Background: an optimization exercise with open tools, aiming at small area and a short achievable clock period. Do not read the settings as production practice.
In this exercise RTL edits were held to simulation tests only and were not proved equivalent to the original.
Power is estimated from default activity; no workload was simulated.

--- flow/config.mk ---
export PLATFORM = sky130hd
export DESIGN_NAME = alu_top
export DESIGN_NICKNAME = alu_top
export VERILOG_FILES = /design/flow/design.v
export SDC_FILE = /design/flow/constraint.sdc
export NUM_CORES = 4
export LEC_CHECK = 0
export ABC_AREA = 1
export CAP_MARGIN = 20
export CORE_MARGIN = 2
export CORE_UTILIZATION = 40
export SETUP_SLACK_MARGIN = 4
export SLEW_MARGIN = 20
--- flow/design.v ---
`default_nettype none
package alu_pkg;
  localparam int DATA_W = 16;
  localparam int OP_W   = 6;
  localparam logic [OP_W-1:0] OP_ADD = 6'd13;
  localparam logic [OP_W-1:0] OP_SUB = 6'd14;
  localparam logic [OP_W-1:0] OP_LSR = 6'd15;
  localparam logic [OP_W-1:0] OP_LSL = 6'd16;
  localparam logic [OP_W-1:0] OP_MUL = 6'd17;
  localparam logic [OP_W-1:0] OP_CMP = 6'd20;   
  localparam logic [OP_W-1:0] OP_INC = 6'd21;
  localparam logic [OP_W-1:0] OP_DEC = 6'd22;
  localparam logic [OP_W-1:0] OP_AND = 6'd23;
  localparam logic [OP_W-1:0] OP_OR  = 6'd24;
  localparam logic [OP_W-1:0] OP_XOR = 6'd25;
  localparam logic [OP_W-1:0] OP_NOT = 6'd26;
  localparam logic [OP_W-1:0] OP_RSR = 6'd27;   
  localparam logic [OP_W-1:0] OP_RSL = 6'd28;   
endpackage
`default_nettype wire
`default_nettype none
module operand_select (
  input  wire [5:0]  opcode,
  input  wire [15:0] acc,
  input  wire [15:0] x,
  input  wire [15:0] y,
  input  wire [15:0] imm,
  input  wire        ra,
  output wire [15:0] reg_word,
  output wire [15:0] m2,
  output wire [15:0] a,
  output wire [15:0] b,
  output wire [15:0] bx,
  output wire        cin
);
  wire imm_zero = ~|imm;
  wire op_incdec = (opcode == 6'd21) | (opcode == 6'd22);
  wire op_not    = (opcode == 6'd26);
  wire unary     = op_incdec | op_not;
  wire inv       = (opcode == 6'd14) | (opcode == 6'd20) | (opcode == 6'd22) | op_not;
  assign reg_word = ra ? y : x;
  assign m2       = imm | ({16{imm_zero}} & acc);
  assign a        = (imm_zero & ~unary) ? acc : reg_word;
  wire [15:0] bsel = imm | ({16{imm_zero}} & reg_word);
  assign b        = {bsel[15:1] & {15{~unary}}, op_incdec | (bsel[0] & ~unary)};
  assign bx       = b ^ {16{inv}};
  assign cin      = inv & ~op_not;   
endmodule
`default_nettype wire
`default_nettype none
module arith_unit (
  input  wire [15:0] a,
  input  wire [15:0] bx,
  input  wire        cin,
  input  wire [15:0] reg_word,
  input  wire [15:0] m2,
  output wire [15:0] pr,         
  output wire [15:0] gn,         
  output wire [15:0] sum,
  output wire        add_cout,
  output wire        add_ovf,
  output wire [15:0] prod,
  output wire        prod_zero,
  output wire        mul_ovf
);
  wire [16:0] c;
  assign pr = a ^ bx;
  assign gn = a & bx;
  prefix_carry #(.W(16)) add_carry_inst (
    .g   (gn),
    .p   (pr),
    .cin (cin),
    .c   (c)
  );
  assign sum      = pr ^ c[15:0];
  assign add_cout = c[16];
  assign add_ovf  = c[16] ^ c[15];
  wire [16:0] r0, r1;
  wire  [16:0] p;
  mul_lo17 mul_lo17_inst (
    .a  (reg_word),
    .b  (m2),
    .r0 (r0),
    .r1 (r1)
  );
  wire [16:0] g0 = r0 & r1;
  wire [16:0] p0 = r0 ^ r1;
  wire [17:0] pc;
  prefix_carry #(.W(17)) mul_carry_inst (
    .g   (g0),
    .p   (p0),
    .cin (1'b0),
    .c   (pc)
  );
  assign p = p0 ^ pc[16:0];
  assign prod = p[15:0];
  wire [16:0] zc = p0 ^ {(r0[15:0] | r1[15:0]), 1'b0};
  assign prod_zero = ~|zc[15:0];
  wire   lo15_zero = ~|zc[14:0];
  logic [18:0] ta, tb;
  logic        ge15, ge16, ge18;   
  always_comb begin
    ta = '0;
    tb = '0;
    ta[0] = 1'b1;
    tb[0] = 1'b1;
    ta[1] = 1'b1;
    tb[1] = 1'b1;
    for (int j = 2; j <= 16; j++) begin
      ta[j] = ta[j-1] & (reg_word[16-j] == reg_word[15]);
      tb[j] = tb[j-1] & (m2[16-j] == m2[15]);
    end
    ge15 = 1'b0;
    ge16 = 1'b0;
    ge18 = 1'b0;
    for (int j = 1; j <= 16; j++) begin
      ge15 = ge15 | (ta[j] & ((j >= 14) ? 1'b1 : tb[15 - j]));
      ge16 = ge16 | (ta[j] & ((j >= 15) ? 1'b1 : tb[16 - j]));
      ge18 = ge18 | (ta[j] & ((j >= 17) ? 1'b1 : tb[18 - j]));
    end
  end
  wire neg_exact = p[16] & p[15] & lo15_zero & (reg_word[15] ^ m2[15]);
  assign mul_ovf = ~ge18 & (~ge15 | (ge16 ? (p[16] ^ p[15]) : ~neg_exact));
endmodule
module prefix_carry #(
  parameter int W = 16
) (
  input  wire [W-1:0] g,
  input  wire [W-1:0] p,
  input  wire         cin,
  output wire  [W:0]  c
);
  localparam int L = (W + 1 > 16) ? 5 : (W + 1 > 8) ? 4 : 3;   
  wire [W:0] gg [0:L];
  wire [W:0] pp [0:L];
  assign gg[0] = {g, cin};
  assign pp[0] = {p, 1'b0};
  for (genvar l = 0; l < L; l++) begin : g_level
    for (genvar i = 0; i <= W; i++) begin : g_bit
      if (((i >> l) & 1) == 1) begin : g_op
        assign gg[l+1][i] = gg[l][i] | (pp[l][i] & gg[l][((i >> l) << l) - 1]);
        assign pp[l+1][i] = pp[l][i] & pp[l][((i >> l) << l) - 1];
      end else begin : g_pass
        assign gg[l+1][i] = gg[l][i];
        assign pp[l+1][i] = pp[l][i];
      end
    end
  end
  assign c = gg[L];
endmodule
module mul_lo17 (
  input  wire [15:0] a,
  input  wire [15:0] b,
  output wire [16:0] r0,
  output wire [16:0] r1
);
  wire one_0;
  wire two_0;
  wire neg_0;
  wire one_1;
  wire two_1;
  wire neg_1;
  wire one_2;
  wire two_2;
  wire neg_2;
  wire one_3;
  wire two_3;
  wire neg_3;
  wire one_4;
  wire two_4;
  wire neg_4;
  wire one_5;
  wire two_5;
  wire neg_5;
  wire one_6;
  wire two_6;
  wire neg_6;
  wire one_7;
  wire two_7;
  wire neg_7;
  wire pp_0_0;
  wire pp_0_1;
  wire pp_0_2;
  wire pp_0_3;
  wire pp_0_4;
  wire pp_0_5;
  wire pp_0_6;
  wire pp_0_7;
  wire pp_0_8;
  wire pp_0_9;
  wire pp_0_10;
  wire pp_0_11;
  wire pp_0_12;
  wire pp_0_13;
  wire pp_0_14;
  wire pp_0_15;
  wire pp_0_16;
  wire pp_1_0;
  wire pp_1_1;
  wire pp_1_2;
  wire pp_1_3;
  wire pp_1_4;
  wire pp_1_5;
  wire pp_1_6;
  wire pp_1_7;
  wire pp_1_8;
  wire pp_1_9;
  wire pp_1_10;
  wire pp_1_11;
  wire pp_1_12;
  wire pp_1_13;
  wire pp_1_14;
  wire pp_2_0;
  wire pp_2_1;
  wire pp_2_2;
  wire pp_2_3;
  wire pp_2_4;
  wire pp_2_5;
  wire pp_2_6;
  wire pp_2_7;
  wire pp_2_8;
  wire pp_2_9;
  wire pp_2_10;
  wire pp_2_11;
  wire pp_2_12;
  wire pp_3_0;
  wire pp_3_1;
  wire pp_3_2;
  wire pp_3_3;
  wire pp_3_4;
  wire pp_3_5;
  wire pp_3_6;
  wire pp_3_7;
  wire pp_3_8;
  wire pp_3_9;
  wire pp_3_10;
  wire pp_4_0;
  wire pp_4_1;
  wire pp_4_2;
  wire pp_4_3;
  wire pp_4_4;
  wire pp_4_5;
  wire pp_4_6;
  wire pp_4_7;
  wire pp_4_8;
  wire pp_5_0;
  wire pp_5_1;
  wire pp_5_2;
  wire pp_5_3;
  wire pp_5_4;
  wire pp_5_5;
  wire pp_5_6;
  wire pp_6_0;
  wire pp_6_1;
  wire pp_6_2;
  wire pp_6_3;
  wire pp_6_4;
  wire pp_7_0;
  wire pp_7_1;
  wire pp_7_2;
  wire hs_0;
  wire hc_0;
  wire hs_1;
  wire hc_1;
  wire fs_0;
  wire fc_0;
  wire hs_2;
  wire hc_2;
  wire fs_1;
  wire fc_1;
  wire hs_3;
  wire hc_3;
  wire fs_2;
  wire fc_2;
  wire fs_3;
  wire fc_3;
  wire hs_4;
  wire hc_4;
  wire fs_4;
  wire fc_4;
  wire fs_5;
  wire fc_5;
  wire hs_5;
  wire hc_5;
  wire fs_6;
  wire fc_6;
  wire fs_7;
  wire fc_7;
  wire hs_6;
  wire hc_6;
  wire hs_7;
  wire hc_7;
  wire hs_8;
  wire hc_8;
  wire fs_8;
  wire fc_8;
  wire hs_9;
  wire hc_9;
  wire fs_9;
  wire fc_9;
  wire hs_10;
  wire hc_10;
  wire fs_10;
  wire fc_10;
  wire fs_11;
  wire fc_11;
  wire fs_12;
  wire fc_12;
  wire fs_13;
  wire fc_13;
  wire fs_14;
  wire fc_14;
  wire fs_15;
  wire fc_15;
  wire fs_16;
  wire fc_16;
  wire fs_17;
  wire fc_17;
  wire fs_18;
  wire fc_18;
  wire fs_19;
  wire fc_19;
  wire fs_20;
  wire fc_20;
  wire fs_21;
  wire fc_21;
  wire fs_22;
  wire fc_22;
  wire fs_23;
  wire fc_23;
  wire hs_11;
  wire hc_11;
  wire hs_12;
  wire hc_12;
  wire fs_24;
  wire fc_24;
  wire fs_25;
  wire fc_25;
  wire fs_26;
  wire fc_26;
  wire fs_27;
  wire fc_27;
  wire fs_28;
  wire fc_28;
  wire fs_29;
  wire fc_29;
  wire fs_30;
  wire fc_30;
  wire fs_31;
  wire fc_31;
  wire fs_32;
  wire fc_32;
  wire fs_33;
  wire fc_33;
  wire fs_34;
  wire fc_34;
  wire hs_13;
  wire hc_13;
  wire hs_14;
  wire hc_14;
  wire fs_35;
  wire fc_35;
  wire fs_36;
  wire fc_36;
  wire fs_37;
  wire fc_37;
  wire fs_38;
  wire fc_38;
  wire fs_39;
  wire fc_39;
  wire fs_40;
  wire fc_40;
  wire fs_41;
  wire fc_41;
  wire fs_42;
  wire fc_42;
  wire fs_43;
  wire fc_43;
  wire fs_44;
  wire fc_44;
  wire fs_45;
  wire fc_45;
  wire fs_46;
  wire fc_46;
  wire fs_47;
  wire fc_47;
  assign one_0 = a[0] ^ 1'b0;
  assign two_0 = (a[1] & ~a[0] & ~1'b0) | (~a[1] & a[0] & 1'b0);
  assign neg_0 = a[1];
  assign one_1 = a[2] ^ a[1];
  assign two_1 = (a[3] & ~a[2] & ~a[1]) | (~a[3] & a[2] & a[1]);
  assign neg_1 = a[3];
  assign one_2 = a[4] ^ a[3];
  assign two_2 = (a[5] & ~a[4] & ~a[3]) | (~a[5] & a[4] & a[3]);
  assign neg_2 = a[5];
  assign one_3 = a[6] ^ a[5];
  assign two_3 = (a[7] & ~a[6] & ~a[5]) | (~a[7] & a[6] & a[5]);
  assign neg_3 = a[7];
  assign one_4 = a[8] ^ a[7];
  assign two_4 = (a[9] & ~a[8] & ~a[7]) | (~a[9] & a[8] & a[7]);
  assign neg_4 = a[9];
  assign one_5 = a[10] ^ a[9];
  assign two_5 = (a[11] & ~a[10] & ~a[9]) | (~a[11] & a[10] & a[9]);
  assign neg_5 = a[11];
  assign one_6 = a[12] ^ a[11];
  assign two_6 = (a[13] & ~a[12] & ~a[11]) | (~a[13] & a[12] & a[11]);
  assign neg_6 = a[13];
  assign one_7 = a[14] ^ a[13];
  assign two_7 = (a[15] & ~a[14] & ~a[13]) | (~a[15] & a[14] & a[13]);
  assign neg_7 = a[15];
  assign pp_0_0 = ((one_0 & b[0]) | (two_0 & 1'b0)) ^ neg_0;
  assign pp_0_1 = ((one_0 & b[1]) | (two_0 & b[0])) ^ neg_0;
  assign pp_0_2 = ((one_0 & b[2]) | (two_0 & b[1])) ^ neg_0;
  assign pp_0_3 = ((one_0 & b[3]) | (two_0 & b[2])) ^ neg_0;
  assign pp_0_4 = ((one_0 & b[4]) | (two_0 & b[3])) ^ neg_0;
  assign pp_0_5 = ((one_0 & b[5]) | (two_0 & b[4])) ^ neg_0;
  assign pp_0_6 = ((one_0 & b[6]) | (two_0 & b[5])) ^ neg_0;
  assign pp_0_7 = ((one_0 & b[7]) | (two_0 & b[6])) ^ neg_0;
  assign pp_0_8 = ((one_0 & b[8]) | (two_0 & b[7])) ^ neg_0;
  assign pp_0_9 = ((one_0 & b[9]) | (two_0 & b[8])) ^ neg_0;
  assign pp_0_10 = ((one_0 & b[10]) | (two_0 & b[9])) ^ neg_0;
  assign pp_0_11 = ((one_0 & b[11]) | (two_0 & b[10])) ^ neg_0;
  assign pp_0_12 = ((one_0 & b[12]) | (two_0 & b[11])) ^ neg_0;
  assign pp_0_13 = ((one_0 & b[13]) | (two_0 & b[12])) ^ neg_0;
  assign pp_0_14 = ((one_0 & b[14]) | (two_0 & b[13])) ^ neg_0;
  assign pp_0_15 = ((one_0 & b[15]) | (two_0 & b[14])) ^ neg_0;
  assign pp_0_16 = ((one_0 & b[15]) | (two_0 & b[15])) ^ neg_0;
  assign pp_1_0 = ((one_1 & b[0]) | (two_1 & 1'b0)) ^ neg_1;
  assign pp_1_1 = ((one_1 & b[1]) | (two_1 & b[0])) ^ neg_1;
  assign pp_1_2 = ((one_1 & b[2]) | (two_1 & b[1])) ^ neg_1;
  assign pp_1_3 = ((one_1 & b[3]) | (two_1 & b[2])) ^ neg_1;
  assign pp_1_4 = ((one_1 & b[4]) | (two_1 & b[3])) ^ neg_1;
  assign pp_1_5 = ((one_1 & b[5]) | (two_1 & b[4])) ^ neg_1;
  assign pp_1_6 = ((one_1 & b[6]) | (two_1 & b[5])) ^ neg_1;
  assign pp_1_7 = ((one_1 & b[7]) | (two_1 & b[6])) ^ neg_1;
  assign pp_1_8 = ((one_1 & b[8]) | (two_1 & b[7])) ^ neg_1;
  assign pp_1_9 = ((one_1 & b[9]) | (two_1 & b[8])) ^ neg_1;
  assign pp_1_10 = ((one_1 & b[10]) | (two_1 & b[9])) ^ neg_1;
  assign pp_1_11 = ((one_1 & b[11]) | (two_1 & b[10])) ^ neg_1;
  assign pp_1_12 = ((one_1 & b[12]) | (two_1 & b[11])) ^ neg_1;
  assign pp_1_13 = ((one_1 & b[13]) | (two_1 & b[12])) ^ neg_1;
  assign pp_1_14 = ((one_1 & b[14]) | (two_1 & b[13])) ^ neg_1;
  assign pp_2_0 = ((one_2 & b[0]) | (two_2 & 1'b0)) ^ neg_2;
  assign pp_2_1 = ((one_2 & b[1]) | (two_2 & b[0])) ^ neg_2;
  assign pp_2_2 = ((one_2 & b[2]) | (two_2 & b[1])) ^ neg_2;
  assign pp_2_3 = ((one_2 & b[3]) | (two_2 & b[2])) ^ neg_2;
  assign pp_2_4 = ((one_2 & b[4]) | (two_2 & b[3])) ^ neg_2;
  assign pp_2_5 = ((one_2 & b[5]) | (two_2 & b[4])) ^ neg_2;
  assign pp_2_6 = ((one_2 & b[6]) | (two_2 & b[5])) ^ neg_2;
  assign pp_2_7 = ((one_2 & b[7]) | (two_2 & b[6])) ^ neg_2;
  assign pp_2_8 = ((one_2 & b[8]) | (two_2 & b[7])) ^ neg_2;
  assign pp_2_9 = ((one_2 & b[9]) | (two_2 & b[8])) ^ neg_2;
  assign pp_2_10 = ((one_2 & b[10]) | (two_2 & b[9])) ^ neg_2;
  assign pp_2_11 = ((one_2 & b[11]) | (two_2 & b[10])) ^ neg_2;
  assign pp_2_12 = ((one_2 & b[12]) | (two_2 & b[11])) ^ neg_2;
  assign pp_3_0 = ((one_3 & b[0]) | (two_3 & 1'b0)) ^ neg_3;
  assign pp_3_1 = ((one_3 & b[1]) | (two_3 & b[0])) ^ neg_3;
  assign pp_3_2 = ((one_3 & b[2]) | (two_3 & b[1])) ^ neg_3;
  assign pp_3_3 = ((one_3 & b[3]) | (two_3 & b[2])) ^ neg_3;
  assign pp_3_4 = ((one_3 & b[4]) | (two_3 & b[3])) ^ neg_3;
  assign pp_3_5 = ((one_3 & b[5]) | (two_3 & b[4])) ^ neg_3;
  assign pp_3_6 = ((one_3 & b[6]) | (two_3 & b[5])) ^ neg_3;
  assign pp_3_7 = ((one_3 & b[7]) | (two_3 & b[6])) ^ neg_3;
  assign pp_3_8 = ((one_3 & b[8]) | (two_3 & b[7])) ^ neg_3;
  assign pp_3_9 = ((one_3 & b[9]) | (two_3 & b[8])) ^ neg_3;
  assign pp_3_10 = ((one_3 & b[10]) | (two_3 & b[9])) ^ neg_3;
  assign pp_4_0 = ((one_4 & b[0]) | (two_4 & 1'b0)) ^ neg_4;
  assign pp_4_1 = ((one_4 & b[1]) | (two_4 & b[0])) ^ neg_4;
  assign pp_4_2 = ((one_4 & b[2]) | (two_4 & b[1])) ^ neg_4;
  assign pp_4_3 = ((one_4 & b[3]) | (two_4 & b[2])) ^ neg_4;
  assign pp_4_4 = ((one_4 & b[4]) | (two_4 & b[3])) ^ neg_4;
  assign pp_4_5 = ((one_4 & b[5]) | (two_4 & b[4])) ^ neg_4;
  assign pp_4_6 = ((one_4 & b[6]) | (two_4 & b[5])) ^ neg_4;
  assign pp_4_7 = ((one_4 & b[7]) | (two_4 & b[6])) ^ neg_4;
  assign pp_4_8 = ((one_4 & b[8]) | (two_4 & b[7])) ^ neg_4;
  assign pp_5_0 = ((one_5 & b[0]) | (two_5 & 1'b0)) ^ neg_5;
  assign pp_5_1 = ((one_5 & b[1]) | (two_5 & b[0])) ^ neg_5;
  assign pp_5_2 = ((one_5 & b[2]) | (two_5 & b[1])) ^ neg_5;
  assign pp_5_3 = ((one_5 & b[3]) | (two_5 & b[2])) ^ neg_5;
  assign pp_5_4 = ((one_5 & b[4]) | (two_5 & b[3])) ^ neg_5;
  assign pp_5_5 = ((one_5 & b[5]) | (two_5 & b[4])) ^ neg_5;
  assign pp_5_6 = ((one_5 & b[6]) | (two_5 & b[5])) ^ neg_5;
  assign pp_6_0 = ((one_6 & b[0]) | (two_6 & 1'b0)) ^ neg_6;
  assign pp_6_1 = ((one_6 & b[1]) | (two_6 & b[0])) ^ neg_6;
  assign pp_6_2 = ((one_6 & b[2]) | (two_6 & b[1])) ^ neg_6;
  assign pp_6_3 = ((one_6 & b[3]) | (two_6 & b[2])) ^ neg_6;
  assign pp_6_4 = ((one_6 & b[4]) | (two_6 & b[3])) ^ neg_6;
  assign pp_7_0 = ((one_7 & b[0]) | (two_7 & 1'b0)) ^ neg_7;
  assign pp_7_1 = ((one_7 & b[1]) | (two_7 & b[0])) ^ neg_7;
  assign pp_7_2 = ((one_7 & b[2]) | (two_7 & b[1])) ^ neg_7;
  assign hs_0 = pp_0_10 ^ pp_1_8;
  assign hc_0 = pp_0_10 & pp_1_8;
  assign hs_1 = pp_0_11 ^ pp_1_9;
  assign hc_1 = pp_0_11 & pp_1_9;
  assign fs_0 = pp_0_12 ^ pp_1_10 ^ pp_2_8;
  assign fc_0 = (pp_0_12 & pp_1_10) | (pp_0_12 & pp_2_8) | (pp_1_10 & pp_2_8);
  assign hs_2 = pp_3_6 ^ pp_4_4;
  assign hc_2 = pp_3_6 & pp_4_4;
  assign fs_1 = pp_0_13 ^ pp_1_11 ^ pp_2_9;
  assign fc_1 = (pp_0_13 & pp_1_11) | (pp_0_13 & pp_2_9) | (pp_1_11 & pp_2_9);
  assign hs_3 = pp_3_7 ^ pp_4_5;
  assign hc_3 = pp_3_7 & pp_4_5;
  assign fs_2 = pp_0_14 ^ pp_1_12 ^ pp_2_10;
  assign fc_2 = (pp_0_14 & pp_1_12) | (pp_0_14 & pp_2_10) | (pp_1_12 & pp_2_10);
  assign fs_3 = pp_3_8 ^ pp_4_6 ^ pp_5_4;
  assign fc_3 = (pp_3_8 & pp_4_6) | (pp_3_8 & pp_5_4) | (pp_4_6 & pp_5_4);
  assign hs_4 = pp_6_2 ^ pp_7_0;
  assign hc_4 = pp_6_2 & pp_7_0;
  assign fs_4 = pp_0_15 ^ pp_1_13 ^ pp_2_11;
  assign fc_4 = (pp_0_15 & pp_1_13) | (pp_0_15 & pp_2_11) | (pp_1_13 & pp_2_11);
  assign fs_5 = pp_3_9 ^ pp_4_7 ^ pp_5_5;
  assign fc_5 = (pp_3_9 & pp_4_7) | (pp_3_9 & pp_5_5) | (pp_4_7 & pp_5_5);
  assign hs_5 = pp_6_3 ^ pp_7_1;
  assign hc_5 = pp_6_3 & pp_7_1;
  assign fs_6 = pp_0_16 ^ pp_1_14 ^ pp_2_12;
  assign fc_6 = (pp_0_16 & pp_1_14) | (pp_0_16 & pp_2_12) | (pp_1_14 & pp_2_12);
  assign fs_7 = pp_3_10 ^ pp_4_8 ^ pp_5_6;
  assign fc_7 = (pp_3_10 & pp_4_8) | (pp_3_10 & pp_5_6) | (pp_4_8 & pp_5_6);
  assign hs_6 = pp_6_4 ^ pp_7_2;
  assign hc_6 = pp_6_4 & pp_7_2;
  assign hs_7 = pp_0_6 ^ pp_1_4;
  assign hc_7 = pp_0_6 & pp_1_4;
  assign hs_8 = pp_0_7 ^ pp_1_5;
  assign hc_8 = pp_0_7 & pp_1_5;
  assign fs_8 = pp_0_8 ^ pp_1_6 ^ pp_2_4;
  assign fc_8 = (pp_0_8 & pp_1_6) | (pp_0_8 & pp_2_4) | (pp_1_6 & pp_2_4);
  assign hs_9 = pp_3_2 ^ pp_4_0;
  assign hc_9 = pp_3_2 & pp_4_0;
  assign fs_9 = pp_0_9 ^ pp_1_7 ^ pp_2_5;
  assign fc_9 = (pp_0_9 & pp_1_7) | (pp_0_9 & pp_2_5) | (pp_1_7 & pp_2_5);
  assign hs_10 = pp_3_3 ^ pp_4_1;
  assign hc_10 = pp_3_3 & pp_4_1;
  assign fs_10 = pp_2_6 ^ pp_3_4 ^ pp_4_2;
  assign fc_10 = (pp_2_6 & pp_3_4) | (pp_2_6 & pp_4_2) | (pp_3_4 & pp_4_2);
  assign fs_11 = pp_5_0 ^ neg_5 ^ hs_0;
  assign fc_11 = (pp_5_0 & neg_5) | (pp_5_0 & hs_0) | (neg_5 & hs_0);
  assign fs_12 = pp_2_7 ^ pp_3_5 ^ pp_4_3;
  assign fc_12 = (pp_2_7 & pp_3_5) | (pp_2_7 & pp_4_3) | (pp_3_5 & pp_4_3);
  assign fs_13 = pp_5_1 ^ hc_0 ^ hs_1;
  assign fc_13 = (pp_5_1 & hc_0) | (pp_5_1 & hs_1) | (hc_0 & hs_1);
  assign fs_14 = pp_5_2 ^ pp_6_0 ^ neg_6;
  assign fc_14 = (pp_5_2 & pp_6_0) | (pp_5_2 & neg_6) | (pp_6_0 & neg_6);
  assign fs_15 = hc_1 ^ fs_0 ^ hs_2;
  assign fc_15 = (hc_1 & fs_0) | (hc_1 & hs_2) | (fs_0 & hs_2);
  assign fs_16 = pp_5_3 ^ pp_6_1 ^ fc_0;
  assign fc_16 = (pp_5_3 & pp_6_1) | (pp_5_3 & fc_0) | (pp_6_1 & fc_0);
  assign fs_17 = hc_2 ^ fs_1 ^ hs_3;
  assign fc_17 = (hc_2 & fs_1) | (hc_2 & hs_3) | (fs_1 & hs_3);
  assign fs_18 = neg_7 ^ fc_1 ^ hc_3;
  assign fc_18 = (neg_7 & fc_1) | (neg_7 & hc_3) | (fc_1 & hc_3);
  assign fs_19 = fs_2 ^ fs_3 ^ hs_4;
  assign fc_19 = (fs_2 & fs_3) | (fs_2 & hs_4) | (fs_3 & hs_4);
  assign fs_20 = fc_2 ^ fc_3 ^ hc_4;
  assign fc_20 = (fc_2 & fc_3) | (fc_2 & hc_4) | (fc_3 & hc_4);
  assign fs_21 = fs_4 ^ fs_5 ^ hs_5;
  assign fc_21 = (fs_4 & fs_5) | (fs_4 & hs_5) | (fs_5 & hs_5);
  assign fs_22 = fc_4 ^ fc_5 ^ hc_5;
  assign fc_22 = (fc_4 & fc_5) | (fc_4 & hc_5) | (fc_5 & hc_5);
  assign fs_23 = fs_6 ^ fs_7 ^ hs_6;
  assign fc_23 = (fs_6 & fs_7) | (fs_6 & hs_6) | (fs_7 & hs_6);
  assign hs_11 = pp_0_4 ^ pp_1_2;
  assign hc_11 = pp_0_4 & pp_1_2;
  assign hs_12 = pp_0_5 ^ pp_1_3;
  assign hc_12 = pp_0_5 & pp_1_3;
  assign fs_24 = pp_2_2 ^ pp_3_0 ^ neg_3;
  assign fc_24 = (pp_2_2 & pp_3_0) | (pp_2_2 & neg_3) | (pp_3_0 & neg_3);
  assign fs_25 = pp_2_3 ^ pp_3_1 ^ hc_7;
  assign fc_25 = (pp_2_3 & pp_3_1) | (pp_2_3 & hc_7) | (pp_3_1 & hc_7);
  assign fs_26 = neg_4 ^ hc_8 ^ fs_8;
  assign fc_26 = (neg_4 & hc_8) | (neg_4 & fs_8) | (hc_8 & fs_8);
  assign fs_27 = fc_8 ^ hc_9 ^ fs_9;
  assign fc_27 = (fc_8 & hc_9) | (fc_8 & fs_9) | (hc_9 & fs_9);
  assign fs_28 = fc_9 ^ hc_10 ^ fs_10;
  assign fc_28 = (fc_9 & hc_10) | (fc_9 & fs_10) | (hc_10 & fs_10);
  assign fs_29 = fc_10 ^ fs_12 ^ fc_11;
  assign fc_29 = (fc_10 & fs_12) | (fc_10 & fc_11) | (fs_12 & fc_11);
  assign fs_30 = fc_12 ^ fs_14 ^ fc_13;
  assign fc_30 = (fc_12 & fs_14) | (fc_12 & fc_13) | (fs_14 & fc_13);
  assign fs_31 = fc_14 ^ fc_15 ^ fs_16;
  assign fc_31 = (fc_14 & fc_15) | (fc_14 & fs_16) | (fc_15 & fs_16);
  assign fs_32 = fc_16 ^ fc_17 ^ fs_18;
  assign fc_32 = (fc_16 & fc_17) | (fc_16 & fs_18) | (fc_17 & fs_18);
  assign fs_33 = fc_18 ^ fc_19 ^ fs_20;
  assign fc_33 = (fc_18 & fc_19) | (fc_18 & fs_20) | (fc_19 & fs_20);
  assign fs_34 = fc_20 ^ fc_21 ^ fs_22;
  assign fc_34 = (fc_20 & fc_21) | (fc_20 & fs_22) | (fc_21 & fs_22);
  assign hs_13 = pp_0_2 ^ pp_1_0;
  assign hc_13 = pp_0_2 & pp_1_0;
  assign hs_14 = pp_0_3 ^ pp_1_1;
  assign hc_14 = pp_0_3 & pp_1_1;
  assign fs_35 = pp_2_0 ^ neg_2 ^ hs_11;
  assign fc_35 = (pp_2_0 & neg_2) | (pp_2_0 & hs_11) | (neg_2 & hs_11);
  assign fs_36 = pp_2_1 ^ hc_11 ^ hs_12;
  assign fc_36 = (pp_2_1 & hc_11) | (pp_2_1 & hs_12) | (hc_11 & hs_12);
  assign fs_37 = hc_12 ^ fs_24 ^ hs_7;
  assign fc_37 = (hc_12 & fs_24) | (hc_12 & hs_7) | (fs_24 & hs_7);
  assign fs_38 = fc_24 ^ hs_8 ^ fs_25;
  assign fc_38 = (fc_24 & hs_8) | (fc_24 & fs_25) | (hs_8 & fs_25);
  assign fs_39 = hs_9 ^ fc_25 ^ fs_26;
  assign fc_39 = (hs_9 & fc_25) | (hs_9 & fs_26) | (fc_25 & fs_26);
  assign fs_40 = hs_10 ^ fc_26 ^ fs_27;
  assign fc_40 = (hs_10 & fc_26) | (hs_10 & fs_27) | (fc_26 & fs_27);
  assign fs_41 = fc_27 ^ fs_28 ^ fs_11;
  assign fc_41 = (fc_27 & fs_28) | (fc_27 & fs_11) | (fs_28 & fs_11);
  assign fs_42 = fc_28 ^ fs_13 ^ fs_29;
  assign fc_42 = (fc_28 & fs_13) | (fc_28 & fs_29) | (fs_13 & fs_29);
  assign fs_43 = fs_15 ^ fc_29 ^ fs_30;
  assign fc_43 = (fs_15 & fc_29) | (fs_15 & fs_30) | (fc_29 & fs_30);
  assign fs_44 = fs_17 ^ fc_30 ^ fs_31;
  assign fc_44 = (fs_17 & fc_30) | (fs_17 & fs_31) | (fc_30 & fs_31);
  assign fs_45 = fs_19 ^ fc_31 ^ fs_32;
  assign fc_45 = (fs_19 & fc_31) | (fs_19 & fs_32) | (fc_31 & fs_32);
  assign fs_46 = fs_21 ^ fc_32 ^ fs_33;
  assign fc_46 = (fs_21 & fc_32) | (fs_21 & fs_33) | (fc_32 & fs_33);
  assign fs_47 = fs_23 ^ fc_33 ^ fs_34;
  assign fc_47 = (fs_23 & fc_33) | (fs_23 & fs_34) | (fc_33 & fs_34);
  assign r0[0] = pp_0_0;
  assign r1[0] = neg_0;
  assign r0[1] = pp_0_1;
  assign r1[1] = 1'b0;
  assign r0[2] = neg_1;
  assign r1[2] = hs_13;
  assign r0[3] = hc_13;
  assign r1[3] = hs_14;
  assign r0[4] = hc_14;
  assign r1[4] = fs_35;
  assign r0[5] = fc_35;
  assign r1[5] = fs_36;
  assign r0[6] = fc_36;
  assign r1[6] = fs_37;
  assign r0[7] = fc_37;
  assign r1[7] = fs_38;
  assign r0[8] = fc_38;
  assign r1[8] = fs_39;
  assign r0[9] = fc_39;
  assign r1[9] = fs_40;
  assign r0[10] = fc_40;
  assign r1[10] = fs_41;
  assign r0[11] = fc_41;
  assign r1[11] = fs_42;
  assign r0[12] = fc_42;
  assign r1[12] = fs_43;
  assign r0[13] = fc_43;
  assign r1[13] = fs_44;
  assign r0[14] = fc_44;
  assign r1[14] = fs_45;
  assign r0[15] = fc_45;
  assign r1[15] = fs_46;
  assign r0[16] = fc_46;
  assign r1[16] = fs_47;
endmodule
`default_nettype wire
`default_nettype none
module bitwise_unit (
  input  wire [5:0]  opcode,
  input  wire [15:0] a,
  input  wire [15:0] b,
  output wire [15:0] shift_val
);
  wire right = (opcode == 6'd15) | (opcode == 6'd27);   
  wire lsh   = (opcode == 6'd15) | (opcode == 6'd16);   
  wire big   = |b[15:4];
  wire [15:0] src = right ? {a[14:0], a[15]} : a;
  wire [3:0]  k   = right ? ~b[3:0] : b[3:0];
  wire [15:0] th = 16'hffff << b[3:0];
  logic [15:0] rot;
  logic [15:0] keep;
  always_comb begin
    rot = src;
    for (int s = 0; s < 4; s++) begin
      if (k[s]) rot = (rot << (1 << s)) | (rot >> (16 - (1 << s)));
    end
    for (int i = 0; i < 16; i++) begin
      keep[i] = right ? th[15 - i] : th[i];
    end
  end
  assign shift_val = lsh ? (rot & keep & {16{~big}}) : rot;
endmodule
`default_nettype wire
`default_nettype none
module result_register (
  input  wire        clk,
  input  wire        rst,
  input  wire        en,
  input  wire [5:0]  opcode,
  input  wire [15:0] pr,
  input  wire [15:0] gn,
  input  wire [15:0] sum,
  input  wire        add_cout,
  input  wire        add_ovf,
  input  wire [15:0] prod,
  input  wire        prod_zero,
  input  wire        mul_ovf,
  input  wire [15:0] shift_val,
  output logic [15:0] res,
  output logic [3:0]  flags,
  output logic        done
);
  logic sel_add, sel_sub, sel_mul, sel_p, sel_g, sel_shift;
  always_comb begin
    sel_add   = 1'b0;
    sel_sub   = 1'b0;
    sel_mul   = 1'b0;
    sel_p     = 1'b0;
    sel_g     = 1'b0;
    sel_shift = 1'b0;
    case (opcode)
      6'd13, 6'd21:               sel_add   = 1'b1;
      6'd14, 6'd20, 6'd22:        sel_sub   = 1'b1;
      6'd17:                      sel_mul   = 1'b1;
      6'd23:                      sel_g     = 1'b1;
      6'd24:                      {sel_p, sel_g} = 2'b11;
      6'd25, 6'd26:               sel_p     = 1'b1;
      6'd15, 6'd16, 6'd27, 6'd28: sel_shift = 1'b1;
      default: ;
    endcase
  end
  wire sel_arith = sel_add | sel_sub;
  wire [15:0] v_rest = ({16{sel_arith}} & sum) |
                       ({16{sel_p}}     & pr)  |
                       ({16{sel_g}}     & gn)  |
                       ({16{sel_shift}} & shift_val);
  wire [15:0] value  = v_rest | ({16{sel_mul}} & prod);
  wire        zero   = sel_mul ? prod_zero : ~|v_rest;
  wire hit     = sel_arith | sel_mul | sel_p | sel_g | sel_shift;
  wire flag_we = en & hit;                      
  wire res_we  = flag_we & (opcode != 6'd20);   
  wire [3:0] next_flags = {zero, value[15], sel_arith & (add_cout ^ sel_sub),
                           (sel_arith & add_ovf) | (sel_mul & mul_ovf)};
  always_ff @(posedge clk) begin
    if (!rst) begin
      res   <= '0;
      flags <= '0;
      done  <= 1'b0;
    end else begin
      done <= en;
      if (flag_we) flags <= next_flags;
      if (res_we)  res   <= value;
    end
  end
endmodule
`default_nettype wire
`default_nettype none
module alu_top (
  input  wire        clk,
  input  wire        rst,
  input  wire        en,
  input  wire [70:0] req,
  output wire [15:0] res,
  output wire [3:0]  flags,
  output wire        done
);
  wire [5:0]  opcode = req[70:65];
  wire [15:0] acc    = req[64:49];
  wire [15:0] x      = req[48:33];
  wire [15:0] y      = req[32:17];
  wire [15:0] imm    = req[16:1];
  wire        ra     = req[0];
  wire [15:0] reg_word, m2, a, b, bx;
  wire        cin;
  wire [15:0] pr, gn, sum, prod, shift_val;
  wire        add_cout, add_ovf, mul_ovf, prod_zero;
  operand_select operand_select_inst (
    .opcode   (opcode),
    .acc      (acc),
    .x        (x),
    .y        (y),
    .imm      (imm),
    .ra       (ra),
    .reg_word (reg_word),
    .m2       (m2),
    .a        (a),
    .b        (b),
    .bx       (bx),
    .cin      (cin)
  );
  arith_unit arith_unit_inst (
    .a         (a),
    .bx        (bx),
    .cin       (cin),
    .reg_word  (reg_word),
    .m2        (m2),
    .pr        (pr),
    .gn        (gn),
    .sum       (sum),
    .add_cout  (add_cout),
    .add_ovf   (add_ovf),
    .prod      (prod),
    .prod_zero (prod_zero),
    .mul_ovf   (mul_ovf)
  );
  bitwise_unit bitwise_unit_inst (
    .opcode    (opcode),
    .a         (a),
    .b         (b),
    .shift_val (shift_val)
  );
  result_register result_register_inst (
    .clk       (clk),
    .rst       (rst),
    .en        (en),
    .opcode    (opcode),
    .pr        (pr),
    .gn        (gn),
    .sum       (sum),
    .add_cout  (add_cout),
    .add_ovf   (add_ovf),
    .prod      (prod),
    .prod_zero (prod_zero),
    .mul_ovf   (mul_ovf),
    .shift_val (shift_val),
    .res       (res),
    .flags     (flags),
    .done      (done)
  );
endmodule
`default_nettype wire
--- flow/flow/run.sh ---
#!/bin/bash
# The standard layout, with synthesis left to ABC alone: no full-adder
# extraction, so ABC sees (and times) the adder and multiplier logic whole.
set -euo pipefail
bash standard.sh ADDER_MAP_FILE= finish > standard.log 2>&1
--- flow/standard.sh ---
#!/bin/bash
# synth_recipe.tcl (not shown) runs the flow's synth.tcl, then flattens the netlist and writes it again
# the make line also repeats each setting of config.mk as NAME=value (left out here)
make -C /OpenROAD-flow-scripts/flow DESIGN_CONFIG=/design/flow/config.mk WORK_HOME=/design/flow/orfs CLKGATE_MAP_FILE= SYNTH_SCRIPT=/design/flow/synth_recipe.tcl "${@:-finish}"
--- flow/constraint.sdc ---
create_clock -name core_clock -period 11.5 [get_ports {clk}]
set_input_delay 2.3000 -clock core_clock [delete_from_list [all_inputs] [get_ports {clk}]]
set_output_delay 2.3000 -clock core_clock [all_outputs]
set_load 0.01 [all_outputs]
==> results of run 1 <==
metrics by stage:
step	total power, mW	instances	setup slack, ns	util (%)
4_1_cts	1.40	2563	4.31	44.7
3_5_place_dp	1.32	2559	4.07	44.4
3_3_place_gp	1.30	2559	4.09	44.4
5_1_grt	1.58	2566	3.95	44.9
2_1_floorplan	1.02	2188	6.25	-
6_report	1.42	2566	4.50	44.9
power breakdown:
part | switching, mW | internal, mW
sequential | 0.00305 | 0.0777
combinational | 0.855 | 0.406
clock | 0.0263 | 0.0472
repair_timing:
item,4_1_cts,5_1_grt
endpoints found under the setup margin,0,14
buffers inserted,0,2
resized for setup,0,5
worst min-delay path by stage:
stage,start,endpoint,slack (ns),cells after the start
final,result_register_inst.flags[1]$_SDFFE_PN0P_,result_register_inst.flags[1]$_SDFFE_PN0P_,0.48,2
after global routing,result_register_inst.flags[1]$_SDFFE_PN0P_,result_register_inst.flags[1]$_SDFFE_PN0P_,0.51,2
after CTS,result_register_inst.flags[1]$_SDFFE_PN0P_,result_register_inst.flags[1]$_SDFFE_PN0P_,0.47,2
after detailed placement,result_register_inst.flags[1]$_SDFFE_PN0P_,result_register_inst.flags[1]$_SDFFE_PN0P_,0.46,2
after global placement,result_register_inst.flags[1]$_SDFFE_PN0P_,result_register_inst.flags[1]$_SDFFE_PN0P_,0.46,2
after floorplan,result_register_inst.flags[1]$_SDFFE_PN0P_,result_register_inst.flags[1]$_SDFFE_PN0P_,0.49,2
worst reg2reg max path, delay by kind of cell (launching register included):
kind | cells | cell delay, ns
compound gates | 2 | 0.33
buf+inv | 1 | 0.05
flops | 1 | 0.31
flip-flops by register name, summed over array words and instances (netlist names):
register,count
result_register_inst.done,1
result_register_inst.flags,4
result_register_inst.res,16
layer usage:
layer / track usage, % / vias up / wire (um) / part of all wire, %
li1: - / 7057 / - / -
met1: 36.7 / 6038 / 17000 / 41
met4: 17.0 / 0 / 2670 / 6.4
met3: 4.45 / 149 / 3410 / 8.2
met5: 0 / - / 0 / 0
met2: 49.8 / 633 / 18300 / 44
cells by family after synthesis:
kind of cell | share of synthesized area, %
AO/OA/AOI/OAI | 16.3
XOR/XNOR | 7.05
buffers and inverters | 15.2
flip-flops | 4.03
multiplexers | 0.384
AND/OR/NAND/NOR | 57.0
cell type report:
| class | instances | area (um2) |
|---|---|---|
| Timing Repair inverter | 1 | 5.00 |
| Tap cell | 335 | 419 |
| Fill cell | 2946 | 14200 |
| Multi-Input combinational cell | 1785 | 8460 |
| Timing Repair Buffer | 107 | 1040 |
| Inverter | 313 | 1180 |
| Clock buffer | 4 | 78.8 |
| Sequential cell | 21 | 420 |
cell usage in the layout, fill, tap and decap left out, types with 4 or more instances in the layout:
master,instances
a22oi_1,7
nand2_1,924
dfxtp_1,21
nand3_1,247
buf_4,13
nand3b_1,11
nor2_1,139
o22ai_1,20
nand4_1,35
o21ai_0,128
clkdlybuf4s50_1,94
o21ai_1,16
inv_2,14
a21oi_1,30
nor3_1,9
xnor2_1,28
xor2_1,54
nor4_1,4
o221ai_1,19
o21ai_2,11
o2111ai_1,8
o21a_1,4
nand2_2,28
mux2i_1,4
a31oi_1,11
o21bai_1,6
inv_1,294
==> flow_metrics.py, run 1 <==
metrics = {
    "sta": {
        "rsz0062_at_grt": "true",
        "slew-limit-headroom_pct": 26.1,
        "maxSlewViolCount": 0,
        "period_needed_ns": 7.00,
        "fmax_ghz": 0.143,
        "tns_ns": 0,
        "setup_violations": 0,
        "final_hold_viol_count": 0,
        "worst_pin_slew_ns": 1.11,
        "holdWs_ns": 0.476,
        "finClkSkew_ns": 0,
        "finalCritPeriodShare_pct": 60.9,
    },
    "place": {
        "post-dp-hpwl_um": 33300,
        "gp_congestion": 0.982,
        "placed_cell_area_um2": 11500,
        "io_buffers": 94,
    },
    "logic_synthesis": {
        "ys_top_cells_by_area": "nand2_1 (33%), nand3_1 (12%), inv_1 (11%)",
        "synth_edf_count": 0,
        "async_flop_share_pct": 0,
        "post-synth-top-count-cell": "nand2_1",
        "yosysSeqAreaShare_pct": 4.03,
        "syn-num-nets": 2262,
        "synth_top_area_share_pct": 33.3,
        "ys_types": 55,
        "ys_seq_elements": 21,
        "syn_avg_cell_area_um2": 4.76,
        "synth_cells": 2188,
        "yosys_warnings": 5,
        "yosys_most_used_dff": "dfxtp_1",
        "netlist_area_um2": 10400,
        "ys_top_cells_by_count": "nand2_1 (925), inv_1 (295), nand3_1 (247)",
        "synth_largest_area_cell": "nand2_1",
    },
    "global_route": {
        "grt_max_degree": 36,
        "grt_pass1_vias": 12557,
        "track_usage_pct": 29.9,
        "antenna_found_initial": 0,
        "grt_overflow": 0,
        "grt_pass1_wl_um": 64300,
    },
    "final_layout": {
        "finish.instance_area_um2": 11600,
        "syn2layout_area_growth_pct": 11.3,
        "n_antenna_cell": 0,
        "drive_gt1_share_pct": 4.17,
        "layout.nets": 2306,
    },
    "clock_tree": {
        "numCtsBuffers": 3,
        "cts-root-buf": "clkbuf_16",
        "numClockSinks": 21,
        "cts_max_level": 1,
        "postCtsHoldBufs": 0,
        "ctsLongestPathBuffers": 2,
        "insertion_delay_ns": 0.25,
        "cts_tree": "yes",
        "clkTransAtPathRegs_ns": 0.06,
    },
    "critical_path": {
        "worstSetupStartpointType": "input pin",
        "worstSetupEndpointType": "register",
        "timing.rr.end": "result_register_inst.res[14]$_SDFFE_PN0P_",
        "critical-path-slowest-cell": "nand2_1",
        "critical_path.max_fanout": 14,
        "cp.arrival_ns": 7.19,
        "critPathTopFamily": "simple AND/OR/NAND/NOR gates",
        "reg2reg_from": "result_register_inst.res[14]$_SDFFE_PN0P_",
        "startpoint": "req[6]",
        "path_buf_inv": 4,
        "path_class": "input pin to register",
        "r2r_cells": 3,
        "timing.critical_path.to": "result_register_inst.flags[0]$_SDFFE_PN0P_",
        "cp_num_cells": 32,
        "r2r_setup_slack_ns": 10.71,
        "cp_common_cell": "nand2_1",
        "required_ns": 11.69,
        "crit_path_max_incr_delay_ns": 0.69,
    },
    "detailed_routing": {
        "avgViaCountPerCell": 5.41,
        "drc": 0,
        "avgRoutedWirePerCell_um": 16.1,
        "via_count": 13877,
        "totalWireLength_um": 41400,
        "first_pass_iters": 8,
        "ant_nets": 0,
        "drt_iter0_markers": 1214,
    },
    "pwr": {
        "power_density_nw_per_um2": 122,
        "ir_worst_vdd_mv": 0.0962,
        "leakagePower_nw": 6.53,
    },
    "floorplanning": {
        "dieArea_um2": 27400,
        "die_w_um": 165,
        "boundaryPins": 95,
        "fp-row-count": 59,
        "initial_core_util_pct": 40.3,
        "die_y_um": 165,
        "coreArea_um2": 25800,
    },
    "worst_hold_path": {
        "hp-class": "register to register",
    },
    "flow_run": {
        "drv_cap": 0,
    },
    "outcome": {
        "outcome": "no timing/DRC/antenna violations",
    },
}
==> run 2, diff against run 1 <==
--- a/flow/config.mk
+++ b/flow/config.mk
@@ -9,5 +9,5 @@
 export CAP_MARGIN = 20
 export CORE_MARGIN = 2
 export CORE_UTILIZATION = 40
-export SETUP_SLACK_MARGIN = 4
+export SETUP_SLACK_MARGIN = 5
 export SLEW_MARGIN = 20
==> run 2 against run 1 <==
Fmax grew 11%. Highest routed layer is now met5. Power grew 2.6%. Non-clock buffer count grew 52. Critical endpoint is now result_register_inst.flags[3]$_SDFFE_PN0P_. Critical path depth shrank 5.
==> flow_metrics.py, run 2 <==
metrics = {
    "pwr": {
        "swShare_pct": 62.1,
        "combPwrFrac_pct": 89.3,
        "p_seq_share_pct": 5.6,
        "finalPower_mw": 1.45,
        "leakagePower_nw": 6.88,
        "clockPowerShare_pct": 5.1,
        "ir_worst_vdd_mv": 0.0961,
        "p_sw_uw": 901,
        "p_int_uw": 550,
        "power_density_nw_per_um2": 117,
    },
    "sta": {
        "maxSlewViolCount": 0,
        "finClkSkew_ns": 0,
        "rsz0062_at_grt": "false",
        "tns_ns": 0,
        "worst_pin_slew_ns": 0.693,
        "period_needed_ns": 6.30,
        "slew-limit-headroom_pct": 53.3,
        "final_hold_viol_count": 0,
        "fmax_ghz": 0.159,
        "holdWs_ns": 0.476,
        "setup_violations": 0,
        "finalCritPeriodShare_pct": 54.8,
    },
    "detailed_routing": {
        "drt_iter0_markers": 1319,
        "drc": 0,
        "via_count": 14300,
        "ant_nets": 0,
        "avgRoutedWirePerCell_um": 16.3,
        "avgViaCountPerCell": 5.45,
        "totalWireLength_um": 42800,
        "first_pass_iters": 6,
    },
    "clock_tree": {
        "insertion_delay_ns": 0.25,
        "numClockSinks": 21,
        "ctsLongestPathBuffers": 2,
        "cts_tree": "yes",
        "cts-root-buf": "clkbuf_16",
        "cts_max_level": 1,
        "clkTransAtPathRegs_ns": 0.06,
        "numCtsBuffers": 3,
    },
    "logic_synthesis": {
        "yosys_most_used_dff": "dfxtp_1",
        "synth_top_area_share_pct": 33.3,
        "async_flop_share_pct": 0,
        "syn-num-nets": 2262,
        "yosys_warnings": 5,
        "synth_cells": 2188,
        "synth_edf_count": 0,
        "netlist_area_um2": 10400,
        "ys_top_cells_by_area": "nand2_1 (33%), nand3_1 (12%), inv_1 (11%)",
        "ys_types": 55,
        "yosysSeqAreaShare_pct": 4.03,
        "ys_top_cells_by_count": "nand2_1 (925), inv_1 (295), nand3_1 (247)",
        "syn_avg_cell_area_um2": 4.76,
        "post-synth-top-count-cell": "nand2_1",
        "synth_largest_area_cell": "nand2_1",
        "ys_seq_elements": 21,
    },
    "place": {
        "gp_congestion": 0.982,
        "io_buffers": 94,
        "post-dp-hpwl_um": 33300,
    },
    "flow_run": {
        "drv_cap": 0,
    },
    "critical_path": {
        "critical_path.max_fanout": 15,
        "required_ns": 11.70,
        "worstSetupStartpointType": "input pin",
        "path_class": "input pin to register",
        "cp.arrival_ns": 6.51,
        "worstSetupEndpointType": "register",
    },
    "global_route": {
        "grt_overflow": 0,
        "antenna_found_initial": 1,
        "track_usage_pct": 30.3,
        "grt_pass1_vias": 12676,
        "grt_pass1_wl_um": 65500,
        "grt_max_degree": 36,
    },
    "final_layout": {
        "layout_common_cells": "nand2_1 (913), inv_1 (289), nand3_1 (245)",
        "final_common_cell": "nand2_1",
        "largest-register": "result_register_inst.res",
        "largest_reg_flops": 16,
        "syn2layout_area_growth_pct": 19.2,
        "layout.nets": 2363,
        "n_antenna_cell": 0,
        "drive_gt1_share_pct": 8.30,
        "top_regs": "result_register_inst.res (16), result_register_inst.flags (4), result_register_inst.done (1)",
    },
    "floorplanning": {
        "coreArea_um2": 25800,
        "boundaryPins": 95,
        "die_y_um": 165,
        "dieArea_um2": 27400,
        "fp-row-count": 59,
        "initial_core_util_pct": 40.3,
        "die_w_um": 165,
    },
    "worst_hold_path": {
        "hp-class": "register to register",
    },
    "outcome": {
        "outcome": "no timing/DRC/antenna violations",
    },
}
## run 2: cell counts after synthesis
No cell type changed its count.
## run 2: final timing paths
check	from	slack (ns)	cells after the start	to
worst max-delay path	req[16]	5.20	27	result_register_inst.flags[3]$_SDFFE_PN0P_
worst min-delay path	result_register_inst.flags[1]$_SDFFE_PN0P_	0.48	2	result_register_inst.flags[1]$_SDFFE_PN0P_
worst max register to register	result_register_inst.res[14]$_SDFFE_PN0P_	10.71	3	result_register_inst.res[14]$_SDFFE_PN0P_
worst min register to register	result_register_inst.flags[1]$_SDFFE_PN0P_	0.48	2	result_register_inst.flags[1]$_SDFFE_PN0P_
## run 2: layer usage
metal | GRT usage [%] | routed length (um) | vias to the layer above
li1 | - | - | 7188
met1 | 37.8 | 17500 | 6285
met2 | 52.0 | 19300 | 671
met3 | 3.42 | 3550 | 154
met4 | 14.8 | 2440 | 2
met5 | 0 | 13 | -
## run 2: kinds of logic after synthesis
| family | Yosys count | synth area share (%) |
|---|---|---|
| flip-flops | 21 | 4.03 |
| multiplexers | 4 | 0.384 |
| XOR/XNOR | 83 | 7.05 |
| AND/OR/NAND/NOR | 1418 | 57.0 |
| AO/OA/AOI/OAI | 280 | 16.3 |
| buffers and inverters | 382 | 15.2 |
## run 2: worst max-delay path, cell delays in order
cell and delay, ns:
clkdlybuf4s50_1 0.45, nor2_1 0.12, nand2_1 0.12, nor2_4 0.17, buf_12 0.15, nand3_1 0.12, nand2_4 0.24, inv_1 0.27
nor2_1 0.19, xor2_1 0.18, or2_1 0.18, nand2_1 0.10, inv_1 0.09, nand3_1 0.16, nand2_1 0.14, nand3_1 0.10
nand3_1 0.12, nand2_1 0.06, nand2_1 0.18, nand2_2 0.11, nand2_1 0.07, nand2_1 0.06, nor4_1 0.38, a31oi_1 0.20
nand2_1 0.11, nand2_1 0.05, inv_1 0.05
## run 2: through the flow
stage | worst slack, ns | cells | util [%] | cell area (um2)
2_1_floorplan | 6.25 | 2188 | - | 10400
3_3_place_gp | 4.09 | 2559 | 44.4 | 11500
3_5_place_dp | 4.07 | 2559 | 44.4 | 11500
4_1_cts | 5.00 | 2578 | 45.5 | 11700
5_1_grt | 4.94 | 2623 | 48.1 | 12400
6_report | 5.20 | 2623 | 48.1 | 12400
## run 2: layout make-up
class / instances / area [um2]
clock buffer: 4 / 78.8
tap: 335 / 419
fill: 2850 / 13400
sequential: 21 / 420
timing repair inverter: 5 / 32.5
multi-input combinational: 1786 / 8710
timing repair buffer: 159 / 1550
inverter: 313 / 1210
## run 2: timing repair
| item | in CTS | in global routing |
|---|---|---|
| endpoints found under the setup margin | 20 | 18 |
| gates resized for setup | 23 | 69 |
| hold buffers | 0 | 0 |
| buffers inserted | 10 | 42 |
| pin swaps | 3 | 18 |
| gates cloned | 5 | 3 |
## run 2: power by group through the flow
stage                     registers (mW)  logic, mW  clock network [mW]
after floorplan                   0.0838      0.939                   0
after global placement            0.0822       1.22                   0
after detailed placement          0.0823       1.24                   0
after CTS                         0.0808       1.25              0.0736
after global routing              0.0812       1.45              0.0787
final                             0.0807       1.30              0.0742
==> run 3, diff against run 2 <==
==> flow/flow/run.sh (replaced) <==
#!/bin/bash
# The standard layout with two changes: synthesis without full-adder
# extraction (ABC then sees and times the adder and multiplier logic whole),
# and the port buffers made from buf_2 rather than the delay cell
# buffer_ports picks by default.
set -euo pipefail
bash standard.sh ADDER_MAP_FILE= "BUFFER_PORTS_ARGS=-buffer_cell sky130_fd_sc_hd__buf_2" finish > standard.log 2>&1
==> run 3 against run 2 <==
Still clean on timing, DRC and antenna. Via count shrank 1.6%. Final cell count down 1.3%. Sequential power about the same. Clock skew stayed put. Synthesized cell count is the same. First-iteration DRC count rose by 4.0%. Largest cell class unchanged.
==> flow_metrics.py, run 3 <==
metrics = {
    "detailed_routing": {
        "first_pass_iters": 6,
        "avgViaCountPerCell": 5.43,
        "ant_nets": 0,
        "via_count": 14075,
        "avgRoutedWirePerCell_um": 15.7,
        "drt_iter0_markers": 1372,
        "drc": 0,
        "totalWireLength_um": 40700,
    },
    "place": {
        "post-dp-hpwl_um": 32300,
        "dp.cells": 2559,
        "gp_congestion": 0.946,
        "io_buffers": 94,
    },
    "floorplanning": {
        "boundaryPins": 95,
        "die_y_um": 165,
        "dieArea_um2": 27400,
        "initial_core_util_pct": 40.3,
        "coreArea_um2": 25800,
        "die_w_um": 165,
        "fp-row-count": 59,
    },
    "final_layout": {
        "syn2layout_area_growth_pct": 9.07,
        "layout_common_cells": "nand2_1 (918), inv_1 (291), nand3_1 (247)",
        "post_layout_nonfiller_instances": 2590,
        "multi_input_area_um2": 8500,
        "n_fill_cell": 2952,
        "largest_reg_flops": 16,
        "drive_gt1_share_pct": 9.84,
        "final_common_cell": "nand2_1",
        "top_regs": "result_register_inst.res (16), result_register_inst.flags (4), result_register_inst.done (1)",
        "ff_latch_area_um2": 420,
        "largest-register": "result_register_inst.res",
        "layout.nets": 2330,
        "n_antenna_cell": 0,
    },
    "global_route": {
        "grt_overflow": 0,
        "antenna_found_initial": 0,
        "grt_pass1_wl_um": 62600,
        "grt_max_degree": 36,
        "track_usage_pct": 28.8,
        "grt_pass1_vias": 12135,
    },
    "sta": {
        "tns_ns": 0,
        "setup_violations": 0,
        "rsz0062_at_grt": "true",
        "slew-limit-headroom_pct": 40.9,
        "final_hold_viol_count": 0,
        "worst_pin_slew_ns": 0.885,
        "period_needed_ns": 6.27,
        "finalCritPeriodShare_pct": 54.5,
        "holdWs_ns": 0.478,
        "fmax_ghz": 0.159,
        "maxSlewViolCount": 0,
        "finClkSkew_ns": 0,
    },
    "critical_path": {
        "worstSetupEndpointType": "register",
        "required_ns": 11.69,
        "crit_path_max_incr_delay_ns": 0.50,
        "path_class": "input pin to register",
        "worstSetupStartpointType": "input pin",
        "r2r_setup_slack_ns": 10.71,
        "critical-path-slowest-cell": "o21ai_1",
        "cp.arrival_ns": 6.46,
        "cp_common_cell": "nand2_1",
        "critical_path.max_fanout": 14,
    },
    "pwr": {
        "p_int_uw": 521,
        "power_density_nw_per_um2": 124,
        "p_seq_share_pct": 5.7,
        "swShare_pct": 63.1,
        "clockPowerShare_pct": 5.1,
        "p_sw_uw": 889,
        "ir_worst_vdd_mv": 0.100,
        "combPwrFrac_pct": 89.2,
        "leakagePower_nw": 6.67,
    },
    "logic_synthesis": {
        "synth_largest_area_cell": "nand2_1",
        "yosys_most_used_dff": "dfxtp_1",
        "yosys_warnings": 5,
        "synth_edf_count": 0,
        "async_flop_share_pct": 0,
        "synth_cells": 2188,
        "ys_types": 55,
        "yosysSeqAreaShare_pct": 4.03,
        "ys_top_cells_by_count": "nand2_1 (925), inv_1 (295), nand3_1 (247)",
        "post-synth-top-count-cell": "nand2_1",
        "ys_seq_elements": 21,
        "ys_top_cells_by_area": "nand2_1 (33%), nand3_1 (12%), inv_1 (11%)",
        "synth_top_area_share_pct": 33.3,
        "syn-num-nets": 2262,
        "syn_avg_cell_area_um2": 4.76,
        "netlist_area_um2": 10400,
    },
    "worst_hold_path": {
        "hp-class": "register to register",
    },
    "outcome": {
        "outcome": "no timing/DRC/antenna violations",
    },
    "clock_tree": {
        "cts-root-buf": "clkbuf_16",
        "cts_tree": "yes",
        "ctsLongestPathBuffers": 2,
        "numClockSinks": 21,
        "cts_max_level": 1,
        "numCtsBuffers": 3,
        "insertion_delay_ns": 0.25,
        "postCtsHoldBufs": 0,
        "clkTransAtPathRegs_ns": 0.06,
    },
    "flow_run": {
        "drv_cap": 0,
    },
}
## run 3: power groups by stage
| stage | combinational [mW] | clock [mW] | sequential (mW) |
|---|---|---|---|
| 3_5_place_dp | 1.22 | 0 | 0.0821 |
| 3_3_place_gp | 1.19 | 0 | 0.0822 |
| 5_1_grt | 1.42 | 0.0767 | 0.0809 |
| 6_report | 1.26 | 0.0723 | 0.0805 |
| 4_1_cts | 1.22 | 0.0735 | 0.0805 |
| 2_1_floorplan | 0.939 | 0 | 0.0838 |
## run 3: area by class of cell
| class | count | area share (%) |
|---|---|---|
| Clock buffer | 3 | 0.660 |
| Clock inverter | 1 | 0.0440 |
| Inverter | 313 | 10.5 |
| Multi-Input combinational cell | 1786 | 74.8 |
| Sequential cell | 21 | 3.70 |
| Tap cell | 335 | 3.69 |
| Timing Repair Buffer | 128 | 6.51 |
| Timing Repair inverter | 3 | 0.132 |
## run 3: repair_timing
action,4_1_cts,5_1_grt
resized for setup,3,25
pin swaps,0,4
gates cloned,1,4
setup endpoints to repair,10,19
buffers inserted,0,22
## run 3: final timing paths
check | start | endpoint | cells after the start
setup / recovery | req[4] | result_register_inst.flags[0]$_SDFFE_PN0P_ | 29
hold / removal | result_register_inst.flags[1]$_SDFFE_PN0P_ | result_register_inst.flags[1]$_SDFFE_PN0P_ | 2
setup reg to reg | result_register_inst.res[15]$_SDFFE_PN0P_ | result_register_inst.res[15]$_SDFFE_PN0P_ | 3
hold reg to reg | result_register_inst.flags[1]$_SDFFE_PN0P_ | result_register_inst.flags[1]$_SDFFE_PN0P_ | 2
## run 3: cell families after synthesis
family	Yosys count	share of synthesized area (%)
flops	21	4.03
xor+xnor	83	7.05
simple gates	1418	57.0
buf+inv	382	15.2
mux	4	0.384
compound gates	280	16.3
## run 3: metal layers
layer | vias up | wire length [um] | track usage, %
met3 | 130 | 3530 | 3.47
met2 | 676 | 18300 | 49.9
met5 | - | 0 | 0
met4 | 0 | 1840 | 10.5
li1 | 7116 | - | -
met1 | 6153 | 16900 | 36.5
## run 3: stage by stage
step / setup slack [ns] / utilization [%] / total power [mW] / instance area, um2
final: 5.23 / 44.0 / 1.41 / 11400
after global routing: 4.94 / 44.0 / 1.58 / 11400
after CTS: 4.82 / 43.0 / 1.38 / 11100
after detailed placement: 4.14 / 42.6 / 1.30 / 11000
after global placement: 4.27 / 42.6 / 1.28 / 11000
after floorplan: 6.25 / - / 1.02 / 10400
## run 3: critical path: cells and delay by family
kind	cells	cell delay [ns]
buffers and inverters	4	0.41
XOR/XNOR	1	0.18
AO/OA/AOI/OAI	3	0.91
AND/OR/NAND/NOR	21	2.66
==> run 4, diff against run 3 <==
--- a/flow/config.mk
+++ b/flow/config.mk
@@ -8,6 +8,7 @@
 export ABC_AREA = 1
 export CAP_MARGIN = 20
 export CORE_MARGIN = 2
-export CORE_UTILIZATION = 40
+export CORE_UTILIZATION = 60
+export PLACE_DENSITY = 0.75
 export SETUP_SLACK_MARGIN = 5
 export SLEW_MARGIN = 20
==> run 4 against run 3 <==
Clock skew stayed put. Global-route usage is 13 points higher. Highest routed layer unchanged. Synthesized area did not move. First-iteration DRC count rose by 35%. Worst hold slack got worse by 0.010 ns. Fmax grew 0.84%. Die area shrank 33%. Still clean. Core utilization up 22 points.
==> flow_metrics.py, run 4 <==
metrics = {
    "logic_synthesis": {
        "synth_largest_area_cell": "nand2_1",
        "synth_edf_count": 0,
        "syn-num-nets": 2262,
        "ys_types": 55,
        "synth_top_area_share_pct": 33.3,
        "yosys_warnings": 5,
        "ys_top_cells_by_area": "nand2_1 (33%), nand3_1 (12%), inv_1 (11%)",
        "yosysSeqAreaShare_pct": 4.03,
        "ys_seq_elements": 21,
        "async_flop_share_pct": 0,
        "syn_avg_cell_area_um2": 4.76,
        "netlist_area_um2": 10400,
        "ys_top_cells_by_count": "nand2_1 (925), inv_1 (295), nand3_1 (247)",
        "synth_cells": 2188,
        "post-synth-top-count-cell": "nand2_1",
        "yosys_most_used_dff": "dfxtp_1",
    },
    "sta": {
        "holdWs_ns": 0.468,
        "maxSlewViolCount": 0,
        "tns_ns": 0,
        "slew-limit-headroom_pct": 21.5,
        "worst_pin_slew_ns": 1.17,
        "period_needed_ns": 6.22,
        "finalCritPeriodShare_pct": 54.1,
        "rsz0062_at_grt": "true",
        "finClkSkew_ns": 0,
        "setup_violations": 0,
        "final_hold_viol_count": 0,
        "fmax_ghz": 0.161,
        "setup_ws_ns": 5.28,
    },
    "pwr": {
        "ir_worst_vdd_mv": 0.0826,
        "p_sw_uw": 861,
        "combPwrFrac_pct": 89.0,
        "p_int_uw": 523,
        "power_density_nw_per_um2": 122,
        "leakagePower_nw": 6.70,
        "p_seq_share_pct": 5.8,
        "clockPowerShare_pct": 5.2,
        "swShare_pct": 62.2,
    },
    "worst_hold_path": {
        "hp-class": "register to register",
    },
    "critical_path": {
        "path_class": "input pin to register",
        "worstSetupStartpointType": "input pin",
        "worstSetupEndpointType": "register",
        "critical_path.max_fanout": 10,
        "required_ns": 11.65,
        "cp.arrival_ns": 6.37,
    },
    "final_layout": {
        "top_regs": "result_register_inst.res (16), result_register_inst.flags (4), result_register_inst.done (1)",
        "layout_common_cells": "nand2_1 (918), inv_1 (290), nand3_1 (247)",
        "drive_gt1_share_pct": 10.1,
        "largest-register": "result_register_inst.res",
        "n_antenna_cell": 0,
        "final_common_cell": "nand2_1",
        "largest_reg_flops": 16,
        "syn2layout_area_growth_pct": 8.55,
        "layout.nets": 2336,
    },
    "floorplanning": {
        "die_y_um": 136,
        "coreArea_um2": 17100,
        "initial_core_util_pct": 60.9,
        "fp-row-count": 48,
        "dieArea_um2": 18400,
        "boundaryPins": 95,
        "die_w_um": 136,
    },
    "detailed_routing": {
        "drt_iter0_markers": 1853,
        "totalWireLength_um": 39600,
        "via_count": 14597,
        "drc": 0,
        "first_pass_iters": 6,
        "avgViaCountPerCell": 5.87,
        "ant_nets": 0,
        "avgRoutedWirePerCell_um": 15.9,
    },
    "clock_tree": {
        "insertion_delay_ns": 0.25,
        "postCtsHoldBufs": 0,
        "cts-root-buf": "clkbuf_16",
        "cts_tree": "yes",
        "numClockSinks": 21,
        "cts_max_level": 1,
        "clkTransAtPathRegs_ns": 0.05,
        "numCtsBuffers": 3,
        "ctsLongestPathBuffers": 2,
    },
    "flow_run": {
        "drv_cap": 0,
    },
    "global_route": {
        "grt_pass1_vias": 12436,
        "grt_max_degree": 36,
        "antenna_found_initial": 0,
        "grt_pass1_wl_um": 61400,
        "track_usage_pct": 41.3,
        "grt_overflow": 0,
    },
    "place": {
        "pre_cts_ws_ns": 4.12,
        "post-dp-hpwl_um": 30400,
        "io_buffers": 94,
        "gp_congestion": 1.03,
    },
    "outcome": {
        "outcome": "no timing/DRC/antenna violations",
    },
}
## run 4: cell types whose count changed in the layout (fill, tap and decap cells not counted), moves of 2 or more
cell	change
buf_4	+5
nand2_2	-5
nand2_4	+5
o21ai_1	-3
o21ai_2	+2
## run 4: through the flow
stage	cells	instance area (um2)	total power [mW]	utilization, %
5_1_grt	2486	11300	1.53	66.1
4_1_cts	2457	11000	1.34	64.2
3_5_place_dp	2449	10900	1.26	63.5
6_report	2486	11300	1.38	66.1
3_3_place_gp	2449	10900	1.23	63.5
2_1_floorplan	2188	10400	1.02	-
## run 4: cell type report
class	instances	area, um2
inverters	313	1200
multi-input cells	1786	8520
repair buffers	134	802
well taps	225	282
clock buffers	4	78.8
repair inverters	3	15.0
fillers	1789	5800
flip-flops and latches	21	420
## run 4: metal layers
| layer | vias up | GRT usage [%] | wire length, um |
|---|---|---|---|
| met5 | - | 0 | 0 |
| met4 | 0 | 23.8 | 2950 |
| met3 | 229 | 5.39 | 4020 |
| met2 | 859 | 68.5 | 17400 |
| met1 | 6382 | 51.1 | 15300 |
| li1 | 7127 | - | - |
## run 4: power groups by stage
stage | Clock, mW | Combinational (mW) | Sequential [mW]
finish | 0.0725 | 1.23 | 0.0802
global placement | 0 | 1.15 | 0.0817
global route | 0.0758 | 1.38 | 0.0807
floorplan | 0 | 0.939 | 0.0838
detailed placement | 0 | 1.18 | 0.0817
CTS | 0.0724 | 1.19 | 0.0802
## run 4: cells by family (layout without fill, tap and decap cells)
kind of cell              after synthesis  in the layout  synth area share, %
buffers and inverters                 382            454                 15.2
and+or+nand+nor                      1418           1419                 57.0
AOI/OAI and AO/OA                     280            280                 16.3
DFF                                    21             21                 4.03
xor gates and xnor gates               83             83                 7.05
muxes                                   4              4                0.384
## run 4: path summary, 6_finish.rpt
kind                                              startpoint                                         end  slack, ns  depth (start not counted)
hold / removal    result_register_inst.flags[1]$_SDFFE_PN0P_  result_register_inst.flags[1]$_SDFFE_PN0P_       0.47                          2
hold reg to reg   result_register_inst.flags[1]$_SDFFE_PN0P_  result_register_inst.flags[1]$_SDFFE_PN0P_       0.47                          2
setup / recovery                                     req[68]  result_register_inst.flags[3]$_SDFFE_PN0P_       5.28                         28
setup reg to reg   result_register_inst.res[14]$_SDFFE_PN0P_   result_register_inst.res[14]$_SDFFE_PN0P_      10.62                          3
## run 4: critical path, stage by stage
cell and delay, ns:
buf_2 0.11, inv_1 0.06, nand2_1 0.08, nor2_1 0.19, nand3_1 0.26, nand2_2 0.29
nor2_4 0.08, buf_12 0.14, o21ai_0 0.89, nand2_1 0.09, o21ai_0 0.12, inv_1 0.08
o21ai_0 0.29, o21ai_0 0.17, nand2_1 0.07, o21ai_0 0.12, nand2_1 0.09, nand4_1 0.20
o221ai_1 0.14, inv_1 0.06, nand2_1 0.12, nor2_1 0.07, nand2_1 0.08, nor2_1 0.04
nand3_1 0.06, nand2_1 0.08, nand2_1 0.07, inv_1 0.04
## run 4: repair_timing
action                     CTS  global route
buffers inserted             1            27
pin swaps                    1             4
setup endpoints to repair   11            10
resized for setup            7            28
cloned                       3             2

[static timing again, ports no longer ideal]
No port has a modelled driver above. Below, the same layouts with a new extraction and two added sets of constraints. Step 1: set_driving_cell puts a clkbuf_16 on clk and a buf_2 on each other input, an assumption about the parent block. Step 2 also shifts input and output timing later by t, the mid clock arrival at the registers, as if the neighbouring blocks saw the same clock. Three values: ideal ports, drivers, drivers and shift; two values: the first two.
run | t (ns) | slack for setup (ns)
run 1 | 0.282 | 4.496 / 4.496 / 4.214
run 2 | 0.283 | 5.195 / 5.202 / 4.919
run 3 | 0.278 | 5.228 / 5.241 / 4.963
run 4 | 0.281 | 5.281 / 5.291 / 5.010
After both steps every run listed still meets setup and hold.
